This is an optimization exercise on Yosys and OpenROAD, whose aim is small area, a short achievable clock period and few clock cycles per item, not a production implementation.
Only simulation tests tie the RTL to the original design; equivalence was not proved.
Power figures rest on the tool's default switching activity, not on a simulated workload.

==> flow/design.v <==
package sigmoidPkg;
    localparam int DATA_W = 16;
    localparam int FRAC_W = 8;
    typedef logic signed [DATA_W-1:0] preAct_t;
    typedef logic [DATA_W-1:0] act_t;
    function automatic logic [8:0] sigmoidQT(input logic [4:0] q, input logic [2:0] t);
        case ({q, t})
            8'd0: sigmoidQT = 9'd128;   
            8'd1: sigmoidQT = 9'd134;   
            8'd2: sigmoidQT = 9'd141;   
            8'd3: sigmoidQT = 9'd147;   
            8'd4: sigmoidQT = 9'd153;   
            8'd5: sigmoidQT = 9'd159;   
            8'd8: sigmoidQT = 9'd159;   
            8'd9: sigmoidQT = 9'd165;   
            8'd10: sigmoidQT = 9'd171;   
            8'd11: sigmoidQT = 9'd177;   
            8'd12: sigmoidQT = 9'd182;   
            8'd13: sigmoidQT = 9'd187;   
            8'd16: sigmoidQT = 9'd187;   
            8'd17: sigmoidQT = 9'd192;   
            8'd18: sigmoidQT = 9'd197;   
            8'd19: sigmoidQT = 9'd201;   
            8'd20: sigmoidQT = 9'd205;   
            8'd21: sigmoidQT = 9'd209;   
            8'd24: sigmoidQT = 9'd209;   
            8'd25: sigmoidQT = 9'd213;   
            8'd26: sigmoidQT = 9'd216;   
            8'd27: sigmoidQT = 9'd220;   
            8'd28: sigmoidQT = 9'd223;   
            8'd29: sigmoidQT = 9'd225;   
            8'd32: sigmoidQT = 9'd225;   
            8'd33: sigmoidQT = 9'd228;   
            8'd34: sigmoidQT = 9'd230;   
            8'd35: sigmoidQT = 9'd233;   
            8'd36: sigmoidQT = 9'd235;   
            8'd37: sigmoidQT = 9'd237;   
            8'd40: sigmoidQT = 9'd237;   
            8'd41: sigmoidQT = 9'd238;   
            8'd42: sigmoidQT = 9'd240;   
            8'd43: sigmoidQT = 9'd241;   
            8'd44: sigmoidQT = 9'd243;   
            8'd45: sigmoidQT = 9'd244;   
            8'd48: sigmoidQT = 9'd244;   
            8'd49: sigmoidQT = 9'd245;   
            8'd50: sigmoidQT = 9'd246;   
            8'd51: sigmoidQT = 9'd247;   
            8'd52: sigmoidQT = 9'd248;   
            8'd53: sigmoidQT = 9'd248;   
            8'd56: sigmoidQT = 9'd248;   
            8'd57: sigmoidQT = 9'd249;   
            8'd58: sigmoidQT = 9'd250;   
            8'd59: sigmoidQT = 9'd250;   
            8'd60: sigmoidQT = 9'd251;   
            8'd61: sigmoidQT = 9'd251;   
            8'd64: sigmoidQT = 9'd251;   
            8'd65: sigmoidQT = 9'd252;   
            8'd66: sigmoidQT = 9'd252;   
            8'd67: sigmoidQT = 9'd253;   
            8'd68: sigmoidQT = 9'd253;   
            8'd69: sigmoidQT = 9'd253;   
            8'd72: sigmoidQT = 9'd253;   
            8'd73: sigmoidQT = 9'd253;   
            8'd74: sigmoidQT = 9'd254;   
            8'd75: sigmoidQT = 9'd254;   
            8'd76: sigmoidQT = 9'd254;   
            8'd77: sigmoidQT = 9'd254;   
            8'd80: sigmoidQT = 9'd254;   
            8'd81: sigmoidQT = 9'd254;   
            8'd82: sigmoidQT = 9'd255;   
            8'd83: sigmoidQT = 9'd255;   
            8'd84: sigmoidQT = 9'd255;   
            8'd85: sigmoidQT = 9'd255;   
            8'd88: sigmoidQT = 9'd255;   
            8'd89: sigmoidQT = 9'd255;   
            8'd90: sigmoidQT = 9'd255;   
            8'd91: sigmoidQT = 9'd255;   
            8'd92: sigmoidQT = 9'd255;   
            8'd93: sigmoidQT = 9'd256;   
            8'd161: sigmoidQT = 9'd1;   
            8'd162: sigmoidQT = 9'd1;   
            8'd163: sigmoidQT = 9'd1;   
            8'd164: sigmoidQT = 9'd1;   
            8'd165: sigmoidQT = 9'd1;   
            8'd168: sigmoidQT = 9'd1;   
            8'd169: sigmoidQT = 9'd1;   
            8'd170: sigmoidQT = 9'd1;   
            8'd171: sigmoidQT = 9'd1;   
            8'd172: sigmoidQT = 9'd2;   
            8'd173: sigmoidQT = 9'd2;   
            8'd176: sigmoidQT = 9'd2;   
            8'd177: sigmoidQT = 9'd2;   
            8'd178: sigmoidQT = 9'd2;   
            8'd179: sigmoidQT = 9'd2;   
            8'd180: sigmoidQT = 9'd3;   
            8'd181: sigmoidQT = 9'd3;   
            8'd184: sigmoidQT = 9'd3;   
            8'd185: sigmoidQT = 9'd3;   
            8'd186: sigmoidQT = 9'd3;   
            8'd187: sigmoidQT = 9'd4;   
            8'd188: sigmoidQT = 9'd4;   
            8'd189: sigmoidQT = 9'd5;   
            8'd192: sigmoidQT = 9'd5;   
            8'd193: sigmoidQT = 9'd5;   
            8'd194: sigmoidQT = 9'd6;   
            8'd195: sigmoidQT = 9'd6;   
            8'd196: sigmoidQT = 9'd7;   
            8'd197: sigmoidQT = 9'd8;   
            8'd200: sigmoidQT = 9'd8;   
            8'd201: sigmoidQT = 9'd8;   
            8'd202: sigmoidQT = 9'd9;   
            8'd203: sigmoidQT = 9'd10;   
            8'd204: sigmoidQT = 9'd11;   
            8'd205: sigmoidQT = 9'd12;   
            8'd208: sigmoidQT = 9'd12;   
            8'd209: sigmoidQT = 9'd13;   
            8'd210: sigmoidQT = 9'd15;   
            8'd211: sigmoidQT = 9'd16;   
            8'd212: sigmoidQT = 9'd18;   
            8'd213: sigmoidQT = 9'd19;   
            8'd216: sigmoidQT = 9'd19;   
            8'd217: sigmoidQT = 9'd21;   
            8'd218: sigmoidQT = 9'd23;   
            8'd219: sigmoidQT = 9'd26;   
            8'd220: sigmoidQT = 9'd28;   
            8'd221: sigmoidQT = 9'd31;   
            8'd224: sigmoidQT = 9'd31;   
            8'd225: sigmoidQT = 9'd33;   
            8'd226: sigmoidQT = 9'd36;   
            8'd227: sigmoidQT = 9'd40;   
            8'd228: sigmoidQT = 9'd43;   
            8'd229: sigmoidQT = 9'd47;   
            8'd232: sigmoidQT = 9'd47;   
            8'd233: sigmoidQT = 9'd51;   
            8'd234: sigmoidQT = 9'd55;   
            8'd235: sigmoidQT = 9'd59;   
            8'd236: sigmoidQT = 9'd64;   
            8'd237: sigmoidQT = 9'd69;   
            8'd240: sigmoidQT = 9'd69;   
            8'd241: sigmoidQT = 9'd74;   
            8'd242: sigmoidQT = 9'd79;   
            8'd243: sigmoidQT = 9'd85;   
            8'd244: sigmoidQT = 9'd91;   
            8'd245: sigmoidQT = 9'd97;   
            8'd248: sigmoidQT = 9'd97;   
            8'd249: sigmoidQT = 9'd103;   
            8'd250: sigmoidQT = 9'd109;   
            8'd251: sigmoidQT = 9'd115;   
            8'd252: sigmoidQT = 9'd122;   
            8'd253: sigmoidQT = 9'd128;   
            default: sigmoidQT = 9'd0;
        endcase
    endfunction
endpackage
`timescale 1ns/1ps
module sigmoidLane(result, x);
  output [8:0] result;
  wire [8:0] result;
  input [15:0] x;
  wire [15:0] x;
  wire _0149_;
  wire _0150_;
  wire _0151_;
  wire _0152_;
  wire _0153_;
  wire _0154_;
  wire _0155_;
  wire _0156_;
  wire _0157_;
  wire _0158_;
  wire _0159_;
  wire _0160_;
  wire _0161_;
  wire _0162_;
  wire _0163_;
  wire _0164_;
  wire _0165_;
  wire _0166_;
  wire _0167_;
  wire _0168_;
  wire _0169_;
  wire _0170_;
  wire _0171_;
  wire _0172_;
  wire _0173_;
  wire _0174_;
  wire _0175_;
  wire _0176_;
  wire _0177_;
  wire _0178_;
  wire _0179_;
  wire _0180_;
  wire _0181_;
  wire _0182_;
  wire _0183_;
  wire _0184_;
  wire _0185_;
  wire _0186_;
  wire _0187_;
  wire _0188_;
  wire _0189_;
  wire _0190_;
  wire _0191_;
  wire _0192_;
  wire _0193_;
  wire _0194_;
  wire _0195_;
  wire _0196_;
  wire _0197_;
  wire _0198_;
  wire _0199_;
  wire _0200_;
  wire _0201_;
  wire _0202_;
  wire _0203_;
  wire _0204_;
  wire _0205_;
  wire _0206_;
  wire _0207_;
  wire _0208_;
  wire _0209_;
  wire _0210_;
  wire _0211_;
  wire _0212_;
  wire _0213_;
  wire _0214_;
  wire _0215_;
  wire _0216_;
  wire _0217_;
  wire _0218_;
  wire _0219_;
  wire _0220_;
  wire _0221_;
  wire _0222_;
  wire _0223_;
  wire _0224_;
  wire _0225_;
  wire _0226_;
  wire _0227_;
  wire _0228_;
  wire _0229_;
  wire _0230_;
  wire _0231_;
  wire _0232_;
  wire _0233_;
  wire _0234_;
  wire _0235_;
  wire _0236_;
  wire _0237_;
  wire _0238_;
  wire _0239_;
  wire _0240_;
  wire _0241_;
  wire _0242_;
  wire _0243_;
  wire _0244_;
  wire _0245_;
  wire _0246_;
  wire _0247_;
  wire _0248_;
  wire _0249_;
  wire _0250_;
  wire _0251_;
  wire _0252_;
  wire _0253_;
  wire _0254_;
  wire _0255_;
  wire _0256_;
  wire _0257_;
  wire _0258_;
  wire _0259_;
  wire _0260_;
  wire _0261_;
  wire _0262_;
  wire _0263_;
  wire _0264_;
  wire _0265_;
  wire _0266_;
  wire _0267_;
  wire _0268_;
  wire _0269_;
  wire _0270_;
  wire _0271_;
  wire _0272_;
  wire _0273_;
  wire _0274_;
  wire _0275_;
  wire _0276_;
  wire _0277_;
  wire _0278_;
  wire _0279_;
  wire _0280_;
  wire _0281_;
  wire _0282_;
  wire _0283_;
  wire _0284_;
  wire _0285_;
  wire _0286_;
  wire _0287_;
  wire _0288_;
  wire _0289_;
  wire _0290_;
  wire _0291_;
  wire _0292_;
  wire _0293_;
  wire _0294_;
  wire _0295_;
  wire _0296_;
  wire _0297_;
  wire _0298_;
  wire _0299_;
  wire _0300_;
  wire _0301_;
  wire _0302_;
  wire _0303_;
  wire _0304_;
  wire _0305_;
  wire _0306_;
  wire _0307_;
  wire _0308_;
  wire _0309_;
  wire _0310_;
  wire _0311_;
  wire _0312_;
  wire _0313_;
  wire _0314_;
  wire _0315_;
  wire _0316_;
  wire _0317_;
  wire _0318_;
  wire _0319_;
  wire _0320_;
  wire _0321_;
  wire _0322_;
  wire _0323_;
  wire _0324_;
  wire _0325_;
  wire _0326_;
  wire _0327_;
  wire _0328_;
  wire _0329_;
  wire _0330_;
  wire _0331_;
  wire _0332_;
  wire _0333_;
  wire _0334_;
  wire _0335_;
  wire _0336_;
  wire _0337_;
  wire _0338_;
  wire _0339_;
  wire _0340_;
  wire _0341_;
  wire _0342_;
  wire _0343_;
  wire _0344_;
  wire _0345_;
  wire _0346_;
  wire _0347_;
  wire _0348_;
  wire _0349_;
  wire _0350_;
  wire _0351_;
  wire _0352_;
  wire _0353_;
  wire _0354_;
  wire _0355_;
  wire _0356_;
  wire _0357_;
  wire _0358_;
  wire _0359_;
  wire _0360_;
  wire _0361_;
  wire _0362_;
  wire _0363_;
  wire _0364_;
  wire _0365_;
  wire _0366_;
  wire _0367_;
  wire _0368_;
  wire _0369_;
  wire _0370_;
  wire _0371_;
  wire _0372_;
  wire _0373_;
  wire _0374_;
  wire _0375_;
  wire _0376_;
  wire _0377_;
  wire _0378_;
  wire _0379_;
  wire _0380_;
  wire _0381_;
  wire _0382_;
  wire _0383_;
  wire _0384_;
  wire _0385_;
  wire _0386_;
  wire _0387_;
  wire _0388_;
  wire _0389_;
  wire _0390_;
  wire _0391_;
  wire _0392_;
  wire _0393_;
  wire _0394_;
  wire _0395_;
  wire _0396_;
  wire _0397_;
  wire _0398_;
  wire _0399_;
  wire _0400_;
  wire _0401_;
  wire _0402_;
  wire _0403_;
  wire _0404_;
  wire _0405_;
  wire _0406_;
  wire _0407_;
  wire _0408_;
  wire _0409_;
  wire _0410_;
  wire _0411_;
  wire _0412_;
  wire _0413_;
  wire _0414_;
  wire _0415_;
  wire _0416_;
  wire _0417_;
  wire _0418_;
  wire _0419_;
  wire _0420_;
  wire _0421_;
  wire _0422_;
  wire _0423_;
  wire _0424_;
  wire _0425_;
  wire _0426_;
  wire _0427_;
  wire _0428_;
  wire _0429_;
  wire _0430_;
  wire _0431_;
  wire _0432_;
  wire _0433_;
  wire _0434_;
  wire _0435_;
  wire _0436_;
  wire _0437_;
  wire _0438_;
  wire _0439_;
  wire _0440_;
  wire _0441_;
  wire _0442_;
  wire _0443_;
  wire _0444_;
  wire _0445_;
  wire _0446_;
  wire _0447_;
  wire _0448_;
  wire _0449_;
  wire _0450_;
  wire _0451_;
  wire _0452_;
  wire _0453_;
  wire _0454_;
  wire _0455_;
  wire _0456_;
  wire _0457_;
  wire _0458_;
  wire _0459_;
  wire _0460_;
  wire _0461_;
  wire _0462_;
  wire _0463_;
  wire _0464_;
  wire _0465_;
  wire _0466_;
  wire _0467_;
  wire _0468_;
  wire _0469_;
  wire _0470_;
  wire _0471_;
  wire _0472_;
  wire _0473_;
  wire _0474_;
  wire _0475_;
  wire _0476_;
  wire _0477_;
  wire _0478_;
  wire _0479_;
  wire _0480_;
  wire _0481_;
  wire _0482_;
  wire _0483_;
  wire _0484_;
  wire _0485_;
  wire _0486_;
  wire _0487_;
  wire _0488_;
  wire _0489_;
  wire _0490_;
  wire _0491_;
  wire _0492_;
  wire _0493_;
  wire _0494_;
  wire _0495_;
  wire _0496_;
  wire _0497_;
  wire _0498_;
  wire _0499_;
  wire _0500_;
  wire _0501_;
  wire _0502_;
  wire _0503_;
  wire _0504_;
  wire _0505_;
  wire _0506_;
  wire _0507_;
  wire _0508_;
  wire _0509_;
  wire _0510_;
  wire _0511_;
  wire _0512_;
  wire _0513_;
  wire _0514_;
  wire _0515_;
  wire _0516_;
  wire _0517_;
  wire _0518_;
  wire _0519_;
  wire _0520_;
  wire _0521_;
  wire _0522_;
  wire _0523_;
  wire _0524_;
  wire _0525_;
  wire _0526_;
  wire _0527_;
  wire _0528_;
  wire _0529_;
  wire _0530_;
  wire _0531_;
  wire _0532_;
  wire _0533_;
  wire _0534_;
  wire _0535_;
  wire _0536_;
  wire _0537_;
  wire _0538_;
  wire _0539_;
  wire _0540_;
  wire _0541_;
  wire _0542_;
  wire _0543_;
  wire _0544_;
  wire _0545_;
  wire _0546_;
  wire _0547_;
  wire _0548_;
  wire _0549_;
  wire _0550_;
  wire _0551_;
  wire _0552_;
  wire _0553_;
  wire _0554_;
  wire _0555_;
  wire _0556_;
  wire _0557_;
  wire _0558_;
  wire _0559_;
  wire _0560_;
  wire _0561_;
  wire _0562_;
  wire _0563_;
  wire _0564_;
  wire _0565_;
  wire _0566_;
  wire _0567_;
  wire _0568_;
  wire _0569_;
  wire _0570_;
  wire _0571_;
  wire _0572_;
  wire _0573_;
  wire _0574_;
  wire _0575_;
  wire _0576_;
  wire _0577_;
  wire _0578_;
  wire _0579_;
  wire _0580_;
  wire _0581_;
  wire _0582_;
  wire _0583_;
  wire _0584_;
  wire _0585_;
  wire _0586_;
  wire _0587_;
  wire _0588_;
  wire _0589_;
  wire _0590_;
  wire _0591_;
  wire _0592_;
  wire _0593_;
  wire _0594_;
  wire _0595_;
  wire _0596_;
  wire _0597_;
  wire _0598_;
  wire _0599_;
  wire _0600_;
  wire _0601_;
  wire _0602_;
  wire _0603_;
  wire _0604_;
  wire _0605_;
  wire _0606_;
  wire _0607_;
  wire _0608_;
  wire _0609_;
  wire _0610_;
  wire _0611_;
  wire _0612_;
  wire _0613_;
  wire _0614_;
  wire _0615_;
  wire _0616_;
  wire _0617_;
  wire _0618_;
  wire _0619_;
  wire _0620_;
  wire _0621_;
  wire _0622_;
  wire _0623_;
  wire _0624_;
  wire _0625_;
  wire _0626_;
  wire _0627_;
  wire _0628_;
  wire _0629_;
  wire _0630_;
  wire _0631_;
  wire _0632_;
  wire _0633_;
  wire _0634_;
  wire _0635_;
  wire _0636_;
  wire _0637_;
  wire _0638_;
  wire _0639_;
  wire _0640_;
  wire _0641_;
  wire _0642_;
  wire _0643_;
  wire _0644_;
  wire _0645_;
  wire _0646_;
  wire _0647_;
  wire _0648_;
  wire _0649_;
  wire _0650_;
  wire _0651_;
  wire _0652_;
  wire _0653_;
  wire _0654_;
  wire _0655_;
  wire _0656_;
  wire _0657_;
  wire _0658_;
  wire _0659_;
  wire _0660_;
  wire _0661_;
  wire _0662_;
  wire _0663_;
  wire _0664_;
  wire _0665_;
  wire _0666_;
  wire _0667_;
  wire _0668_;
  wire _000_;
  wire _001_;
  wire _002_;
  wire _003_;
  wire _004_;
  wire _005_;
  wire _006_;
  wire _007_;
  wire _008_;
  wire _009_;
  wire _010_;
  wire _011_;
  wire _012_;
  wire _013_;
  wire _014_;
  wire _015_;
  wire _016_;
  wire _017_;
  wire _018_;
  wire _019_;
  wire _020_;
  wire _021_;
  wire _022_;
  wire _023_;
  wire _024_;
  wire _025_;
  wire _026_;
  wire _027_;
  wire _028_;
  wire _029_;
  wire _030_;
  wire _031_;
  wire _032_;
  wire _033_;
  wire _034_;
  wire _035_;
  wire _036_;
  wire _037_;
  wire _038_;
  wire _039_;
  wire _040_;
  wire _041_;
  wire _042_;
  wire _043_;
  wire _044_;
  wire _045_;
  wire _046_;
  wire _047_;
  wire _048_;
  wire _049_;
  wire _050_;
  wire _051_;
  wire _052_;
  wire _053_;
  wire _054_;
  wire _055_;
  wire _056_;
  wire _057_;
  wire _058_;
  wire _059_;
  wire _060_;
  wire _061_;
  wire _062_;
  wire _063_;
  wire _064_;
  wire _065_;
  wire _066_;
  wire _067_;
  wire _068_;
  wire _069_;
  wire _070_;
  wire _071_;
  wire _072_;
  wire _073_;
  wire _074_;
  wire _075_;
  wire _076_;
  wire _077_;
  wire _078_;
  wire _079_;
  wire _080_;
  wire _081_;
  wire _082_;
  wire _083_;
  wire _084_;
  wire _085_;
  wire _086_;
  wire _087_;
  wire _088_;
  wire _089_;
  wire _090_;
  wire _091_;
  wire _092_;
  wire _093_;
  wire _094_;
  wire _095_;
  wire _096_;
  wire _097_;
  wire _098_;
  wire _099_;
  wire _100_;
  wire _101_;
  wire _102_;
  wire _103_;
  wire _104_;
  wire _105_;
  wire _106_;
  wire _107_;
  wire _108_;
  wire _109_;
  wire _110_;
  wire _111_;
  wire _112_;
  wire _113_;
  wire _114_;
  wire _115_;
  wire _116_;
  wire _117_;
  wire _118_;
  wire _119_;
  wire _120_;
  wire _121_;
  wire _122_;
  wire _123_;
  wire _124_;
  wire _125_;
  wire _126_;
  wire _127_;
  wire _128_;
  wire _129_;
  wire _130_;
  wire _131_;
  wire _132_;
  wire _133_;
  wire _134_;
  wire _135_;
  wire _136_;
  wire _137_;
  wire _138_;
  wire _139_;
  wire _140_;
  wire _141_;
  wire _142_;
  wire _143_;
  wire _144_;
  wire _145_;
  wire _146_;
  wire _147_;
  wire _148_;
  assign _077_ = ~ x[5];
  assign _078_ = ~ x[4];
  assign _079_ = _0149_ & _0150_;
  assign _0149_ = ~ x[3];
  assign _0150_ = ~ x[2];
  assign _0151_ = _0152_ & _0153_;
  assign _080_ = _0151_ & _0154_;
  assign _0152_ = ~ _077_;
  assign _0153_ = ~ _078_;
  assign _0154_ = ~ _079_;
  assign _081_ = ~ _080_;
  assign _082_ = ~ x[8];
  assign _083_ = ~ x[6];
  assign _084_ = ~ x[7];
  assign _085_ = _0155_ & _0156_;
  assign _0155_ = ~ _083_;
  assign _0156_ = ~ _084_;
  assign _086_ = ~ _085_;
  assign _087_ = _0157_ & _0158_;
  assign _0157_ = ~ _082_;
  assign _0158_ = ~ _086_;
  assign _088_ = ~ _087_;
  assign _089_ = _0159_ & _0160_;
  assign _0159_ = ~ _081_;
  assign _0160_ = ~ _088_;
  assign _090_ = ~ _089_;
  assign _091_ = ~ x[10];
  assign _092_ = ~ x[9];
  assign _0161_ = ~ x[11];
  assign _0162_ = ~ x[13];
  assign _093_ = _0161_ | _0162_;
  assign _0163_ = ~ x[14];
  assign _0164_ = ~ x[12];
  assign _0165_ = ~ x[15];
  assign _0166_ = _0163_ | _0164_;
  assign _094_ = _0166_ | _0165_;
  assign _095_ = _0167_ & _0168_;
  assign _0167_ = ~ _093_;
  assign _0168_ = ~ _094_;
  assign _096_ = ~ _095_;
  assign _097_ = _0169_ & _0170_;
  assign _0169_ = ~ _092_;
  assign _0170_ = ~ _096_;
  assign _098_ = ~ _097_;
  assign _099_ = _0171_ & _0172_;
  assign _0171_ = ~ _091_;
  assign _0172_ = ~ _098_;
  assign _100_ = ~ _099_;
  assign _101_ = _0173_ & _0174_;
  assign _0173_ = ~ _092_;
  assign _0174_ = ~ _091_;
  assign _0175_ = x[14] | x[12];
  assign _102_ = _0175_ | x[15];
  assign _0176_ = _0178_ & _0179_;
  assign _0177_ = _0176_ & _0180_;
  assign _103_ = _0177_ & _0181_;
  assign _0178_ = ~ x[11];
  assign _0179_ = ~ x[13];
  assign _0180_ = ~ _101_;
  assign _0181_ = ~ _102_;
  assign _0182_ = _0183_ & _0184_;
  assign _0183_ = ~ _091_;
  assign _0184_ = ~ _090_;
  assign _0185_ = ~ _103_;
  assign _104_ = _0182_ | _0185_;
  assign _0186_ = _0187_ & _0188_;
  assign _0187_ = ~ _090_;
  assign _0188_ = ~ _100_;
  assign _0189_ = ~ _104_;
  assign result[7] = _0186_ | _0189_;
  assign _105_ = _0190_ & _0191_;
  assign _0190_ = ~ _083_;
  assign _0191_ = ~ _080_;
  assign _0192_ = _0193_ & _0194_;
  assign _0193_ = ~ x[0];
  assign _0194_ = ~ x[1];
  assign _0195_ = ~ x[3];
  assign _0196_ = ~ x[2];
  assign _0197_ = _0192_ | _0195_;
  assign _106_ = _0197_ | _0196_;
  assign _0198_ = ~ _106_;
  assign _0199_ = ~ _077_;
  assign _0200_ = ~ _078_;
  assign _0201_ = _0198_ | _0199_;
  assign _107_ = _0201_ | _0200_;
  assign _0202_ = ~ _107_;
  assign _0203_ = ~ _083_;
  assign _108_ = _0202_ | _0203_;
  assign _109_ = ~ _108_;
  assign _110_ = _0204_ & _0205_;
  assign _0204_ = ~ _105_;
  assign _0205_ = ~ _109_;
  assign _0206_ = _0207_ & _0208_;
  assign _0207_ = ~ x[2];
  assign _0208_ = ~ x[1];
  assign _0209_ = ~ x[3];
  assign _0210_ = ~ x[4];
  assign _0211_ = _0206_ | _0209_;
  assign _111_ = _0211_ | _0210_;
  assign _0212_ = ~ _111_;
  assign _0213_ = ~ _077_;
  assign _112_ = _0212_ | _0213_;
  assign _113_ = _0214_ & _0215_;
  assign _0214_ = ~ x[7];
  assign _0215_ = ~ _112_;
  assign _0216_ = ~ _110_;
  assign _0217_ = ~ _113_;
  assign _114_ = _0216_ | _0217_;
  assign _115_ = _0218_ & _0219_;
  assign _0218_ = ~ x[9];
  assign _0219_ = ~ x[10];
  assign _116_ = ~ _115_;
  assign _0220_ = _0222_ & _0223_;
  assign _0221_ = _0224_ & _0225_;
  assign _0222_ = ~ _114_;
  assign _0223_ = ~ _116_;
  assign _0224_ = ~ x[8];
  assign _0225_ = ~ _116_;
  assign _117_ = _0220_ | _0221_;
  assign _118_ = _0226_ & _0227_;
  assign _0226_ = ~ _089_;
  assign _0227_ = ~ _100_;
  assign _0228_ = ~ _112_;
  assign _0229_ = ~ _085_;
  assign _119_ = _0228_ | _0229_;
  assign _0230_ = ~ _119_;
  assign _0231_ = ~ _082_;
  assign _120_ = _0230_ | _0231_;
  assign _0232_ = ~ _118_;
  assign _0233_ = ~ _120_;
  assign _121_ = _0232_ | _0233_;
  assign _0234_ = _0235_ & _0236_;
  assign _0235_ = ~ _117_;
  assign _0236_ = ~ _104_;
  assign _0237_ = ~ _121_;
  assign result[6] = _0234_ | _0237_;
  assign _0238_ = _0239_ & _0240_;
  assign _122_ = _0238_ & _0241_;
  assign _0239_ = ~ _084_;
  assign _0240_ = ~ x[8];
  assign _0241_ = ~ _110_;
  assign _0242_ = _0243_ & _0244_;
  assign _123_ = _0242_ & _0245_;
  assign _0243_ = ~ _089_;
  assign _0244_ = ~ _116_;
  assign _0245_ = ~ _122_;
  assign _124_ = ~ _113_;
  assign _125_ = _0246_ & _0247_;
  assign _0246_ = ~ x[6];
  assign _0247_ = ~ x[7];
  assign _126_ = ~ _125_;
  assign _0248_ = ~ _124_;
  assign _0249_ = ~ _119_;
  assign _0250_ = ~ _126_;
  assign _0251_ = _0248_ | _0249_;
  assign _127_ = _0251_ | _0250_;
  assign _128_ = ~ _127_;
  assign _129_ = _0252_ & _0253_;
  assign _0252_ = ~ x[3];
  assign _0253_ = ~ x[4];
  assign _0254_ = ~ x[2];
  assign _0255_ = ~ x[0];
  assign _0256_ = ~ x[1];
  assign _0257_ = _0254_ | _0255_;
  assign _130_ = _0257_ | _0256_;
  assign _0258_ = _0260_ & _0261_;
  assign _0259_ = _0262_ & _0263_;
  assign _0260_ = ~ _129_;
  assign _0261_ = ~ _077_;
  assign _0262_ = ~ _130_;
  assign _0263_ = ~ _077_;
  assign _131_ = _0258_ | _0259_;
  assign _132_ = _0264_ & _0265_;
  assign _0264_ = ~ _131_;
  assign _0265_ = ~ _108_;
  assign _0266_ = _0267_ & _0268_;
  assign _133_ = _0266_ & _0269_;
  assign _0267_ = ~ _084_;
  assign _0268_ = ~ _132_;
  assign _0269_ = ~ _110_;
  assign _134_ = _0270_ & _0271_;
  assign _0270_ = ~ _120_;
  assign _0271_ = ~ _133_;
  assign _0272_ = ~ _134_;
  assign _0273_ = ~ _114_;
  assign _135_ = _0272_ | _0273_;
  assign _136_ = ~ _135_;
  assign _0274_ = _0275_ & _0276_;
  assign _137_ = _0274_ & _0277_;
  assign _0275_ = ~ _087_;
  assign _0276_ = ~ _128_;
  assign _0277_ = ~ _136_;
  assign _138_ = _0278_ & _0279_;
  assign _0278_ = ~ _113_;
  assign _0279_ = ~ _132_;
  assign _139_ = _0280_ & _0281_;
  assign _0280_ = ~ x[7];
  assign _0281_ = ~ _138_;
  assign _140_ = _0282_ & _0283_;
  assign _0282_ = ~ x[8];
  assign _0283_ = ~ _105_;
  assign _0284_ = ~ _139_;
  assign _0285_ = ~ _140_;
  assign _141_ = _0284_ | _0285_;
  assign _142_ = ~ _105_;
  assign _0286_ = ~ _114_;
  assign _0287_ = ~ x[8];
  assign _0288_ = ~ _142_;
  assign _0289_ = _0286_ | _0287_;
  assign _143_ = _0289_ | _0288_;
  assign _0290_ = ~ _131_;
  assign _0291_ = ~ _083_;
  assign _0292_ = ~ x[7];
  assign _0293_ = _0290_ | _0291_;
  assign _144_ = _0293_ | _0292_;
  assign _0294_ = ~ _141_;
  assign _0295_ = ~ _143_;
  assign _0296_ = ~ _144_;
  assign _0297_ = _0294_ | _0295_;
  assign _145_ = _0297_ | _0296_;
  assign _0298_ = ~ _137_;
  assign _0299_ = ~ _145_;
  assign _146_ = _0298_ | _0299_;
  assign _147_ = _0300_ & _0301_;
  assign _0300_ = ~ _082_;
  assign _0301_ = ~ _142_;
  assign _0302_ = ~ _147_;
  assign _0303_ = ~ _084_;
  assign _148_ = _0302_ | _0303_;
  assign _0304_ = ~ _146_;
  assign _0305_ = ~ _148_;
  assign _000_ = _0304_ | _0305_;
  assign _0306_ = ~ _137_;
  assign _0307_ = ~ _104_;
  assign _001_ = _0306_ | _0307_;
  assign _0308_ = _0309_ & _0310_;
  assign _0309_ = ~ _118_;
  assign _0310_ = ~ _137_;
  assign _0311_ = ~ _001_;
  assign _002_ = _0308_ | _0311_;
  assign _0312_ = _0314_ & _0315_;
  assign _0313_ = _0316_ & _0317_;
  assign _0314_ = ~ _000_;
  assign _0315_ = ~ _002_;
  assign _0316_ = ~ _104_;
  assign _0317_ = ~ _123_;
  assign result[5] = _0312_ | _0313_;
  assign _003_ = _0318_ & _0319_;
  assign _0318_ = ~ _091_;
  assign _0319_ = ~ _096_;
  assign _004_ = ~ _003_;
  assign _0320_ = _0321_ & _0322_;
  assign _0321_ = ~ _092_;
  assign _0322_ = ~ _105_;
  assign _0323_ = ~ x[8];
  assign _0324_ = ~ _126_;
  assign _0325_ = _0320_ | _0323_;
  assign _005_ = _0325_ | _0324_;
  assign _006_ = _0326_ & _0327_;
  assign _0326_ = ~ _120_;
  assign _0327_ = ~ _100_;
  assign _0328_ = _0329_ & _0330_;
  assign _0329_ = ~ _122_;
  assign _0330_ = ~ _135_;
  assign _0331_ = ~ _006_;
  assign _007_ = _0328_ | _0331_;
  assign _0332_ = _0336_ & _0337_;
  assign _0333_ = _0332_ & _0338_;
  assign _0334_ = _0339_ & _0340_;
  assign _0335_ = _0334_ & _0341_;
  assign _0336_ = ~ _082_;
  assign _0337_ = ~ _089_;
  assign _0338_ = ~ _000_;
  assign _0339_ = ~ _109_;
  assign _0340_ = ~ _089_;
  assign _0341_ = ~ _000_;
  assign _008_ = _0333_ | _0335_;
  assign _0342_ = _0344_ & _0345_;
  assign _0343_ = _0346_ & _0347_;
  assign _0344_ = ~ _134_;
  assign _0345_ = ~ _104_;
  assign _0346_ = ~ x[9];
  assign _0347_ = ~ _104_;
  assign _009_ = _0342_ | _0343_;
  assign _0348_ = _0349_ & _0350_;
  assign _0349_ = ~ _116_;
  assign _0350_ = ~ _008_;
  assign _0351_ = ~ _009_;
  assign _010_ = _0348_ | _0351_;
  assign _0352_ = _0353_ & _0354_;
  assign _0353_ = ~ _004_;
  assign _0354_ = ~ _005_;
  assign _0355_ = ~ _007_;
  assign _0356_ = ~ _010_;
  assign _0357_ = _0352_ | _0355_;
  assign result[4] = _0357_ | _0356_;
  assign _011_ = ~ _145_;
  assign _0358_ = ~ _011_;
  assign _0359_ = ~ _110_;
  assign _012_ = _0358_ | _0359_;
  assign _0360_ = ~ _012_;
  assign _0361_ = ~ _144_;
  assign _013_ = _0360_ | _0361_;
  assign _0362_ = _0364_ & _0365_;
  assign _0363_ = _0362_ & _0366_;
  assign _014_ = _0363_ & _0367_;
  assign _0364_ = ~ x[6];
  assign _0365_ = ~ _084_;
  assign _0366_ = ~ _136_;
  assign _0367_ = ~ _013_;
  assign _015_ = _0368_ & _0369_;
  assign _0368_ = ~ _120_;
  assign _0369_ = ~ _109_;
  assign _0370_ = ~ _105_;
  assign _0371_ = ~ _112_;
  assign _016_ = _0370_ | _0371_;
  assign _0372_ = _0374_ & _0375_;
  assign _0373_ = _0376_ & _0377_;
  assign _0374_ = ~ _016_;
  assign _0375_ = ~ _082_;
  assign _0376_ = ~ _108_;
  assign _0377_ = ~ _082_;
  assign _017_ = _0372_ | _0373_;
  assign _0378_ = ~ _140_;
  assign _0379_ = ~ _126_;
  assign _018_ = _0378_ | _0379_;
  assign _0380_ = _0381_ & _0382_;
  assign _0381_ = ~ _082_;
  assign _0382_ = ~ _126_;
  assign _0383_ = ~ _092_;
  assign _0384_ = ~ _086_;
  assign _0385_ = ~ _018_;
  assign _0386_ = _0380_ | _0383_;
  assign _0387_ = _0386_ | _0384_;
  assign _019_ = _0387_ | _0385_;
  assign _0388_ = _0390_ & _0391_;
  assign _0389_ = _0388_ & _0392_;
  assign _0390_ = ~ _092_;
  assign _0391_ = ~ _015_;
  assign _0392_ = ~ _017_;
  assign _0393_ = ~ _003_;
  assign _0394_ = ~ _019_;
  assign _0395_ = _0389_ | _0393_;
  assign _020_ = _0395_ | _0394_;
  assign _0396_ = _0398_ & _0399_;
  assign _0397_ = _0400_ & _0401_;
  assign _0398_ = ~ _135_;
  assign _0399_ = ~ _125_;
  assign _0400_ = ~ _082_;
  assign _0401_ = ~ _125_;
  assign _021_ = _0396_ | _0397_;
  assign _022_ = ~ _021_;
  assign _0402_ = _0403_ & _0404_;
  assign _0403_ = ~ _022_;
  assign _0404_ = ~ _137_;
  assign _0405_ = ~ x[9];
  assign _023_ = _0402_ | _0405_;
  assign _024_ = ~ _104_;
  assign _0406_ = ~ _023_;
  assign _0407_ = ~ _024_;
  assign _025_ = _0406_ | _0407_;
  assign _0408_ = ~ _138_;
  assign _0409_ = ~ _119_;
  assign _026_ = _0408_ | _0409_;
  assign _0410_ = ~ _128_;
  assign _0411_ = ~ _108_;
  assign _0412_ = ~ _016_;
  assign _0413_ = _0410_ | _0411_;
  assign _027_ = _0413_ | _0412_;
  assign _0414_ = ~ _027_;
  assign _0415_ = ~ _148_;
  assign _0416_ = _122_ | _0414_;
  assign _028_ = _0416_ | _0415_;
  assign _0417_ = _026_ & _0419_;
  assign _0418_ = _0420_ & _028_;
  assign _0419_ = ~ _028_;
  assign _0420_ = ~ _026_;
  assign _029_ = _0417_ | _0418_;
  assign _030_ = ~ _029_;
  assign _031_ = _0421_ & _0422_;
  assign _0421_ = ~ _136_;
  assign _0422_ = ~ _013_;
  assign _0423_ = _0425_ & _0426_;
  assign _0424_ = _0427_ & _0428_;
  assign _0425_ = ~ _030_;
  assign _0426_ = ~ _031_;
  assign _0427_ = ~ _080_;
  assign _0428_ = ~ _119_;
  assign _032_ = _0423_ | _0424_;
  assign _0429_ = _0430_ & _0431_;
  assign _033_ = _0429_ & _0432_;
  assign _0430_ = ~ _113_;
  assign _0431_ = ~ _132_;
  assign _0432_ = ~ _032_;
  assign _034_ = _0433_ & _0434_;
  assign _0433_ = ~ _147_;
  assign _0434_ = ~ _013_;
  assign _035_ = ~ _034_;
  assign _0435_ = _0439_ & _0440_;
  assign _0436_ = _0435_ & _0441_;
  assign _0437_ = _0442_ & _0443_;
  assign _0438_ = _0437_ & _0444_;
  assign _0439_ = ~ _033_;
  assign _0440_ = ~ _116_;
  assign _0441_ = ~ _035_;
  assign _0442_ = ~ _136_;
  assign _0443_ = ~ _116_;
  assign _0444_ = ~ _035_;
  assign _036_ = _0436_ | _0438_;
  assign _0445_ = _0447_ & _0448_;
  assign _0446_ = _0449_ & _0450_;
  assign _0447_ = ~ _025_;
  assign _0448_ = ~ _036_;
  assign _0449_ = ~ _014_;
  assign _0450_ = ~ _020_;
  assign result[3] = _0445_ | _0446_;
  assign _0451_ = ~ _088_;
  assign _0452_ = ~ _091_;
  assign _037_ = _0451_ | _0452_;
  assign _038_ = _0453_ & _0454_;
  assign _0453_ = ~ _004_;
  assign _0454_ = ~ _028_;
  assign _0455_ = _0457_ & _0458_;
  assign _0456_ = _0459_ & _0460_;
  assign _0457_ = ~ _097_;
  assign _0458_ = ~ _038_;
  assign _0459_ = ~ _037_;
  assign _0460_ = ~ _038_;
  assign _039_ = _0455_ | _0456_;
  assign _0461_ = _0462_ & _0463_;
  assign _040_ = _0461_ & _0464_;
  assign _0462_ = ~ x[8];
  assign _0463_ = ~ _105_;
  assign _0464_ = ~ _132_;
  assign _041_ = ~ _144_;
  assign _0465_ = _0466_ & _0467_;
  assign _042_ = _0465_ & _0468_;
  assign _0466_ = ~ _110_;
  assign _0467_ = ~ _041_;
  assign _0468_ = ~ _139_;
  assign _043_ = ~ _042_;
  assign _044_ = _0469_ & _0470_;
  assign _0469_ = ~ _082_;
  assign _0470_ = ~ _043_;
  assign _045_ = ~ _044_;
  assign _0471_ = ~ _035_;
  assign _0472_ = ~ _045_;
  assign _046_ = _0471_ | _0472_;
  assign _0473_ = ~ _034_;
  assign _0474_ = ~ _044_;
  assign _047_ = _0473_ | _0474_;
  assign _0475_ = ~ _046_;
  assign _0476_ = ~ _101_;
  assign _0477_ = ~ _047_;
  assign _0478_ = _0475_ | _0476_;
  assign _048_ = _0478_ | _0477_;
  assign _049_ = _0479_ & _0480_;
  assign _0479_ = ~ _040_;
  assign _0480_ = ~ _048_;
  assign _0481_ = ~ _146_;
  assign _0482_ = ~ x[10];
  assign _0483_ = ~ _148_;
  assign _0484_ = _0481_ | _0482_;
  assign _050_ = _0484_ | _0483_;
  assign _0485_ = ~ _050_;
  assign _0486_ = ~ _012_;
  assign _0487_ = ~ _015_;
  assign _0488_ = _0485_ | _0486_;
  assign _051_ = _0488_ | _0487_;
  assign _0489_ = _0491_ & _0492_;
  assign _0490_ = _0493_ & _0494_;
  assign _0491_ = ~ _127_;
  assign _0492_ = ~ _092_;
  assign _0493_ = ~ _016_;
  assign _0494_ = ~ _092_;
  assign _052_ = _0489_ | _0490_;
  assign _0495_ = _0497_ & _0498_;
  assign _0496_ = _0499_ & _0500_;
  assign _0497_ = ~ _090_;
  assign _0498_ = ~ _042_;
  assign _0499_ = ~ _116_;
  assign _0500_ = ~ _042_;
  assign _053_ = _0495_ | _0496_;
  assign _0501_ = _0503_ & _0504_;
  assign _0502_ = _0505_ & _0506_;
  assign _0503_ = ~ _052_;
  assign _0504_ = ~ _053_;
  assign _0505_ = ~ _120_;
  assign _0506_ = ~ _133_;
  assign _054_ = _0501_ | _0502_;
  assign _0507_ = ~ _051_;
  assign _0508_ = ~ _103_;
  assign _0509_ = ~ _054_;
  assign _0510_ = _0507_ | _0508_;
  assign _055_ = _0510_ | _0509_;
  assign _0511_ = _0512_ & _0513_;
  assign _0512_ = ~ _039_;
  assign _0513_ = ~ _049_;
  assign _0514_ = ~ _055_;
  assign result[2] = _0511_ | _0514_;
  assign _0515_ = _0518_ & _0519_;
  assign _0516_ = _0520_ & _0521_;
  assign _0517_ = _0522_ & _0523_;
  assign _0518_ = ~ _029_;
  assign _0519_ = ~ x[11];
  assign _0520_ = ~ x[9];
  assign _0521_ = ~ x[11];
  assign _0522_ = ~ _088_;
  assign _0523_ = ~ x[11];
  assign _0524_ = _0515_ | _0516_;
  assign _056_ = _0524_ | _0517_;
  assign _0525_ = _0526_ & _0527_;
  assign _0526_ = ~ x[9];
  assign _0527_ = ~ _032_;
  assign _0528_ = ~ _056_;
  assign _057_ = _0525_ | _0528_;
  assign _0529_ = ~ _088_;
  assign _0530_ = ~ x[9];
  assign _0531_ = ~ x[11];
  assign _0532_ = ~ _120_;
  assign _0533_ = _0529_ | _0530_;
  assign _0534_ = _0533_ | _0531_;
  assign _058_ = _0534_ | _0532_;
  assign _0535_ = _0536_ & _0537_;
  assign _0536_ = ~ x[8];
  assign _0537_ = ~ _142_;
  assign _0538_ = ~ _092_;
  assign _059_ = _0535_ | _0538_;
  assign _0539_ = ~ _128_;
  assign _0540_ = ~ _082_;
  assign _060_ = _0539_ | _0540_;
  assign _0541_ = _0545_ & _0546_;
  assign _0542_ = _0547_ & _0548_;
  assign _0543_ = _0549_ & _0550_;
  assign _0544_ = _0551_ & _0552_;
  assign _0545_ = ~ _146_;
  assign _0546_ = ~ _096_;
  assign _0547_ = ~ _101_;
  assign _0548_ = ~ _096_;
  assign _0549_ = ~ _045_;
  assign _0550_ = ~ _096_;
  assign _0551_ = ~ _060_;
  assign _0552_ = ~ _096_;
  assign _0553_ = _0541_ | _0542_;
  assign _0554_ = _0553_ | _0543_;
  assign _061_ = _0554_ | _0544_;
  assign _0555_ = _0556_ & _0557_;
  assign _0556_ = ~ _059_;
  assign _0557_ = ~ _033_;
  assign _0558_ = ~ _061_;
  assign _062_ = _0555_ | _0558_;
  assign _0559_ = _0560_ & _0561_;
  assign _0560_ = ~ _091_;
  assign _0561_ = ~ _135_;
  assign _0562_ = ~ _024_;
  assign _063_ = _0559_ | _0562_;
  assign _0563_ = _0569_ & _0570_;
  assign _0564_ = _0571_ & _0572_;
  assign _0565_ = _0573_ & _0574_;
  assign _0566_ = _0575_ & _0576_;
  assign _0567_ = _0577_ & _0578_;
  assign _0568_ = _0579_ & _0580_;
  assign _0569_ = ~ _091_;
  assign _0570_ = ~ _062_;
  assign _0571_ = ~ _091_;
  assign _0572_ = ~ _063_;
  assign _0573_ = ~ _057_;
  assign _0574_ = ~ _062_;
  assign _0575_ = ~ _058_;
  assign _0576_ = ~ _062_;
  assign _0577_ = ~ _057_;
  assign _0578_ = ~ _063_;
  assign _0579_ = ~ _058_;
  assign _0580_ = ~ _063_;
  assign _0581_ = _0563_ | _0564_;
  assign _0582_ = _0581_ | _0565_;
  assign _0583_ = _0582_ | _0566_;
  assign _0584_ = _0583_ | _0567_;
  assign result[1] = _0584_ | _0568_;
  assign _0585_ = _0589_ & _0590_;
  assign _0586_ = _0585_ & _0591_;
  assign _0587_ = _0592_ & _0593_;
  assign _0588_ = _0587_ & _0594_;
  assign _0589_ = ~ x[7];
  assign _0590_ = ~ _098_;
  assign _0591_ = ~ _137_;
  assign _0592_ = ~ _147_;
  assign _0593_ = ~ _098_;
  assign _0594_ = ~ _137_;
  assign _064_ = _0586_ | _0588_;
  assign _0595_ = ~ _030_;
  assign _0596_ = ~ _082_;
  assign _0597_ = ~ _105_;
  assign _0598_ = _0595_ | _0596_;
  assign _065_ = _0598_ | _0597_;
  assign _0599_ = _0601_ & _0602_;
  assign _0600_ = _0603_ & _0604_;
  assign _0601_ = ~ _065_;
  assign _0602_ = ~ _004_;
  assign _0603_ = ~ _011_;
  assign _0604_ = ~ _004_;
  assign _066_ = _0599_ | _0600_;
  assign _0605_ = _0606_ & _0607_;
  assign _067_ = _0605_ & _0608_;
  assign _0606_ = ~ _099_;
  assign _0607_ = ~ _064_;
  assign _0608_ = ~ _066_;
  assign _0609_ = ~ _141_;
  assign _0610_ = ~ _127_;
  assign _068_ = _0609_ | _0610_;
  assign _069_ = _0611_ & _0612_;
  assign _0611_ = ~ _068_;
  assign _0612_ = ~ _048_;
  assign _0613_ = _0615_ & _0616_;
  assign _0614_ = _0617_ & _0618_;
  assign _0615_ = ~ _031_;
  assign _0616_ = ~ _015_;
  assign _0617_ = ~ _026_;
  assign _0618_ = ~ _015_;
  assign _070_ = _0613_ | _0614_;
  assign _0619_ = ~ _133_;
  assign _0620_ = ~ x[8];
  assign _0621_ = ~ _016_;
  assign _0622_ = _0619_ | _0620_;
  assign _071_ = _0622_ | _0621_;
  assign _0623_ = _0629_ & _0630_;
  assign _0624_ = _0631_ & _0632_;
  assign _0625_ = _0633_ & _0634_;
  assign _0626_ = _0635_ & _0636_;
  assign _0627_ = _0637_ & _0638_;
  assign _0628_ = _0639_ & _0640_;
  assign _0629_ = ~ _071_;
  assign _0630_ = ~ x[10];
  assign _0631_ = ~ _071_;
  assign _0632_ = ~ _090_;
  assign _0633_ = ~ _115_;
  assign _0634_ = ~ x[10];
  assign _0635_ = ~ _141_;
  assign _0636_ = ~ x[10];
  assign _0637_ = ~ _115_;
  assign _0638_ = ~ _090_;
  assign _0639_ = ~ _141_;
  assign _0640_ = ~ _090_;
  assign _0641_ = _0623_ | _0624_;
  assign _0642_ = _0641_ | _0625_;
  assign _0643_ = _0642_ | _0626_;
  assign _0644_ = _0643_ | _0627_;
  assign _072_ = _0644_ | _0628_;
  assign _0645_ = _0646_ & _0647_;
  assign _0646_ = ~ _105_;
  assign _0647_ = ~ _109_;
  assign _0648_ = ~ _026_;
  assign _073_ = _0645_ | _0648_;
  assign _0649_ = _0651_ & _0652_;
  assign _0650_ = _0653_ & _0654_;
  assign _0651_ = ~ _050_;
  assign _0652_ = ~ _021_;
  assign _0653_ = ~ _073_;
  assign _0654_ = ~ _021_;
  assign _074_ = _0649_ | _0650_;
  assign _0655_ = _0657_ & _0658_;
  assign _0656_ = _0659_ & _0660_;
  assign _0657_ = ~ _072_;
  assign _0658_ = ~ _074_;
  assign _0659_ = ~ _092_;
  assign _0660_ = ~ _070_;
  assign _075_ = _0655_ | _0656_;
  assign _0661_ = ~ _075_;
  assign _0662_ = ~ _103_;
  assign _076_ = _0661_ | _0662_;
  assign _0663_ = _0664_ & _0665_;
  assign _0664_ = ~ _067_;
  assign _0665_ = ~ _069_;
  assign _0666_ = ~ _076_;
  assign result[0] = _0663_ | _0666_;
  assign result[8] = _0667_ & _0668_;
  assign _0667_ = ~ x[15];
  assign _0668_ = ~ result[7];
endmodule
`timescale 1ns/1ps
module sigmoidLayer #(
    parameter int NUM_LANES = 10
) (
    input  logic                                 clk,
    input  logic                                 rst,
    input  logic                                 inValid,
    output logic                                 inReady,
    input  sigmoidPkg::preAct_t [NUM_LANES-1:0] inData,
    output logic                                 outValid,
    input  logic                                 outReady,
    output sigmoidPkg::act_t [NUM_LANES-1:0]    outData
);
    logic [8:0] resNext [NUM_LANES];
    logic [8:0] resReg [NUM_LANES];
    logic accept;
    assign inReady = !outValid || outReady;
    assign accept = inValid && inReady;
    always_ff @(posedge clk) begin
        if (rst) begin
            outValid <= 1'b0;
        end else if (inReady) begin
            outValid <= inValid;
        end
    end
    for (genvar i = 0; i < NUM_LANES; i++) begin : genLane
        sigmoidLane lane (
            .x(inData[i]),
            .result(resNext[i])
        );
        always_ff @(posedge clk) begin
            if (accept) begin
                resReg[i] <= resNext[i];
            end
        end
        assign outData[i] = {7'd0, resReg[i]};
    end
endmodule
==> flow/flow/run.sh <==
#!/bin/bash
# Standard synthesis, then the combinational logic re-mapped by ABC for area (registers kept
# as the standard synthesis made them), then the standard layout from floorplan to finish.
set -euo pipefail
W=$(pwd)
R=$W/orfs/results/${FLOW_PLATFORM}/sigmoidLayer/base
L=$W/orfs/logs/${FLOW_PLATFORM}/sigmoidLayer/base
LIB=$FLOW_HOME/platforms/${FLOW_PLATFORM}/lib/sky130_fd_sc_hd__tt_025C_1v80.lib

# 1. The standard synthesis
bash standard.sh $R/1_2_yosys.v > $W/log_1_synth.txt 2>&1
cp $R/1_2_yosys.v $W/std_1_2_yosys.v

# 2. Re-map the combinational cells for area
python3 $W/flow/mkmap.py $LIB $W/comb_cells.v > $W/log_2_mkmap.txt 2>&1
DONTUSE=$(grep -o -- "-dont_use [A-Za-z0-9_]*" $L/1_2_yosys.log | sort -u | tr '\n' ' ')
cat > $W/remap.abc <<'EOS'
strash
dch -f
map -a
topo
stime -p
EOS
cat > $W/remap.ys <<EOS
read_liberty -lib $LIB
read_verilog $W/std_1_2_yosys.v
hierarchy -top $FLOW_TOP
techmap -map $W/comb_cells.v
techmap
opt -purge
abc -liberty $LIB $DONTUSE -script $W/remap.abc
opt_clean -purge
hilomap -singleton -hicell sky130_fd_sc_hd__conb_1 HI -locell sky130_fd_sc_hd__conb_1 LO
insbuf -buf sky130_fd_sc_hd__buf_4 A X
splitnets
opt_clean -purge
stat -liberty $LIB
write_verilog -noattr -noexpr -nohex -nodec $W/remap_1_2_yosys.v
EOS
yosys -s $W/remap.ys > $W/log_2_remap.txt 2>&1
cp $W/remap_1_2_yosys.v $R/1_2_yosys.v
touch $R/1_2_yosys.v

# 3. The standard layout, with the smallest buffer on the ports
export BUFFER_PORTS_ARGS="-buffer_cell ${PORT_BUFFER:-sky130_fd_sc_hd__buf_1}"
bash standard.sh > $W/log_3_layout.txt 2>&1
==> flow/flow/mkmap.py <==
#!/usr/bin/env python3
# Writes a Yosys techmap file turning each combinational liberty cell into its logic function.
import re, sys
lib = open(sys.argv[1]).read()
out = open(sys.argv[2], 'w')
pos = 0
cells = []
for m in re.finditer(r'\n\s*cell\s*\(\s*"?(\w+)"?\s*\)\s*\{', lib):
    cells.append((m.group(1), m.start()))
cells.append((None, len(lib)))
n = 0
for (name, s), (_, e) in zip(cells, cells[1:]):
    body = lib[s:e]
    if re.search(r'\n\s*(ff|latch|statetable)\s*\(', body):
        continue
    pins = []
    for pm in re.finditer(r'\n\s*pin\s*\(\s*"?(\w+)"?\s*\)\s*\{', body):
        pb = body[pm.end():pm.end() + 4000]
        # cut at next pin
        nxt = re.search(r'\n\s*pin\s*\(', pb)
        if nxt: pb = pb[:nxt.start()]
        d = re.search(r'direction\s*:\s*"?(\w+)"?', pb)
        f = re.search(r'\bfunction\s*:\s*"([^"]*)"', pb)
        pins.append((pm.group(1), d.group(1) if d else None, f.group(1) if f else None))
    outs = [p for p in pins if p[1] == 'output']
    ins = [p for p in pins if p[1] == 'input']
    if not outs or any(o[2] is None for o in outs):
        continue
    ports = [p[0] for p in ins] + [o[0] for o in outs]
    out.write(f"module {name} ({', '.join(ports)});\n")
    for p in ins: out.write(f"  input {p[0]};\n")
    for o in outs:
        fn = o[2].replace('!', '~')
        fn = re.sub(r'\b1\b', "1'b1", fn); fn = re.sub(r'\b0\b', "1'b0", fn)
        out.write(f"  output {o[0]};\n  assign {o[0]} = {fn};\n")
    out.write("endmodule\n\n")
    n += 1
print(n, "cells")
==> flow/standard.sh <==
#!/bin/bash
# synth_recipe.tcl (not shown) runs the flow's synth.tcl, then flattens the netlist and writes it again
# the make line also repeats each setting of config.mk as NAME=value (left out here)
make -C /OpenROAD-flow-scripts/flow DESIGN_CONFIG=/design/flow/config.mk WORK_HOME=/design/flow/orfs CLKGATE_MAP_FILE= SYNTH_SCRIPT=/design/flow/synth_recipe.tcl "${@:-finish}"
==> flow/config.mk <==
export PLATFORM = sky130hd
export DESIGN_NAME = sigmoidLayer
export DESIGN_NICKNAME = sigmoidLayer
export VERILOG_FILES = /design/flow/design.v
export SDC_FILE = /design/flow/constraint.sdc
export NUM_CORES = 4
export LEC_CHECK = 0
export CAP_MARGIN = 20
export CORE_MARGIN = 2
export CORE_UTILIZATION = 40
export PLACE_DENSITY = 0.6
export SETUP_SLACK_MARGIN = 1.0
export SLEW_MARGIN = 20
==> flow/constraint.sdc <==
create_clock -name core_clock -period 4.5 [get_ports {clk}]
set_input_delay 0.9000 -clock core_clock [delete_from_list [all_inputs] [get_ports {clk}]]
set_output_delay 0.9000 -clock core_clock [all_outputs]
set_load 0.01 [all_outputs]
==> results_dict.tcl <==
set metrics [dict create \
    dp.cells 2676 \
    layout.nets 2461 \
    ant_nets 0 \
    relSlewSlack_pct 36.92 \
    cp-startpoint "inData[98]" \
    netlist_instances 2002 \
    grt_pass1_vias 14212 \
    cts_sinks 91 \
    fin_crit_sh_pct 72.46 \
    hold_buffers 0 \
    routed_wl_um 45900 \
    p_leak_nw 4.695 \
    setup_viol 0 \
    hp-start "outValid" \
    viasPerCell 5.953 \
    drc 0 \
    drt-initial-drc-count 2187 \
    peakVddDrop_mv 0.1856 \
    tritoncts "yes" \
    die_area_um2 31500 \
    clk_pin_slew_worst_paths_ps 80 \
    post_drt_wl_per_cell_um 17.04 \
    r2r_start "outValid" \
    cts_made_buffers 9 \
    post_cts_resized 1 \
    powerDensity_nw_per_um2 217.5 \
    clock_path_buffers 2 \
    post_cts_buffers 0 \
    grt_setup_unrepaired "yes" \
    ys_warn_count 4 \
    drv_slew 0 \
    cap_violations 0 \
    setup_tns_ps 0 \
    layoutNonFillerInstCount 2694 \
    startpoint_type "input pin" \
    cts_root_buffer "clkbuf_16" \
    ctsHtreeMaxLevel 3 \
    syn_avg_cell_area_um2 6.014 \
    grt_overflow 0 \
    grt_max_degree 35 \
    run_status "timing/DRC/antenna clean" \
    gp_congestion 1.055 \
    antenna_found_initial 2 \
    end_kind "flop" \
    hold_viol 0 \
    dpl.hpwl_um 36440 \
    grt_usage_pct 28.06 \
    core_um2 29640 \
    ios 326 \
    dr_total_vias 16038 \
    setup_ws_ps 1239 \
    die_h_um 177.5 \
    grt_pass1_wl_um 72010 \
    arrival_ps 3360 \
    period_minus_slack_ps 3261 \
    syn2layout_area_growth_pct 14.75 \
    tightestPinTransition_ps 944.1 \
    portBuffers 255 \
    pre_cts_slack_ps 567.5 \
    clk_latency_ps 380 \
    fin_skew_ps 9.261 \
    critPathMaxFanout 9 \
    fmax_ghz 0.3067 \
    die_w_um 177.5 \
    critPathKind "input pin to flop" \
    row_count 63 \
    hp-class "flop to flop" \
    drt-pass1-iter-count 8 \
    drive_gt1_share_pct 2.911 \
    syn-cell-area_um2 12040 \
    start_util_pct 40.62 \
    crit_required_ps 4600 \
]
[state kept, by name, indices dropped and copies added (netlist names)]
register  flops
outValid      1
resReg       90
[per-layer routing]
| layer | track usage [%] | wire (µm) | vias up |
|---|---|---|---|
| li1 | - | - | 7532 |
| met1 | 38.20 | 19050 | 7075 |
| met2 | 43.64 | 19730 | 1236 |
| met3 | 4.799 | 5189 | 193 |
| met4 | 11.92 | 1916 | 2 |
| met5 | 0 | 13 | - |
[power by group]
| group | internal (mW) | switching, mW |
|---|---|---|
| combinational | 0.334 | 0.848 |
| sequential | 0.983 | 0.0153 |
| clock | 0.399 | 0.427 |
[cell type report]
class,instances,area [µm²]
Timing Repair Buffer,285,1195
Multi-Input combinational cell,1528,7662
Antenna cell,2,5.005
Inverter,382,1435
Sequential cell,91,2723
Tap cell,390,488.0
Clock buffer,9,225.2
Fill cell,3150,15820
Clock inverter,7,81.33
[worst paths after layout]
path | depth (start not counted) | end | slack [ps]
min reg2reg | 2 | outValid | 550
max | 12 | resReg[6][2] | 1240
min | 2 | outValid | 550
max reg2reg | 2 | resReg[4][1] | 2660
[worst max-delay path, cell delays in order]
cell and delay, ps:
buf_1 110, o211ai_1 430, clkinv_1 130, buf_4 190, nor2_1 250, clkinv_1 140, a211oi_1 400, o21ai_0 210
xor2_1 210, o311ai_0 180, nand3_1 100, o21ai_0 130
[cell usage in the layout (no fill, tap or decap), drive strengths merged, types with 6 or more instances in the layout]
cell type  instances
a2111oi           10
a211oi            26
a21oi            149
a22oi             15
a311oi            14
a31oi             31
a32oi              8
buf              285
clkbuf             9
clkinv           383
conb              70
edfxtp            90
inv                6
nand2            211
nand3             77
nand4             12
nor2             453
nor3              91
nor4               9
o2111ai           13
o211ai            40
o21ai            156
o221ai            12
o22ai             33
o311ai            23
o31ai             11
o32ai             20
xor2               8
[stage by stage]
step	area (µm²)	util (%)	hold slack, ps	power, mW
after floorplan	12310	-	612.4	1.787
after global placement	13470	45.44	522.3	2.173
after detailed placement	13470	45.44	540.4	2.147
after CTS	13770	46.48	551.5	2.990
after global routing	13810	46.60	595.6	3.190
final	13810	46.61	545.3	3.005
Testbench counts, summed over its fixed seeds: cycles 16,008, beats 16,000.

[afterwards: timing with drivers on the ports]
In the flow no input, the clock included, has a driving cell. The finished layout below was timed again as built, in two steps. Step 1 sets driving cells, clkbuf_16 on the clock port and buf_2 on the other inputs (assumed; they add their load-dependent delay and slew). Step 2 also shifts input and output timing later by t, the mid clock arrival at the registers, as if the neighbouring blocks saw the same clock. a / b / c = no drivers / after step 1 / after step 2; a / b = the first two.
t (ns): 0.419
setup WS [ns]: 1.239 / 1.244 / 0.824
worst setup path at the end: input to register
clock arrival spread, ns: 0.014 / 0.013
worst data-port slew with drivers (ns): 0.08
After both steps this run still meets setup and hold. For this run, drivers alone change the setup slack by +0.005 ns; drivers and shift together by -0.415 ns.
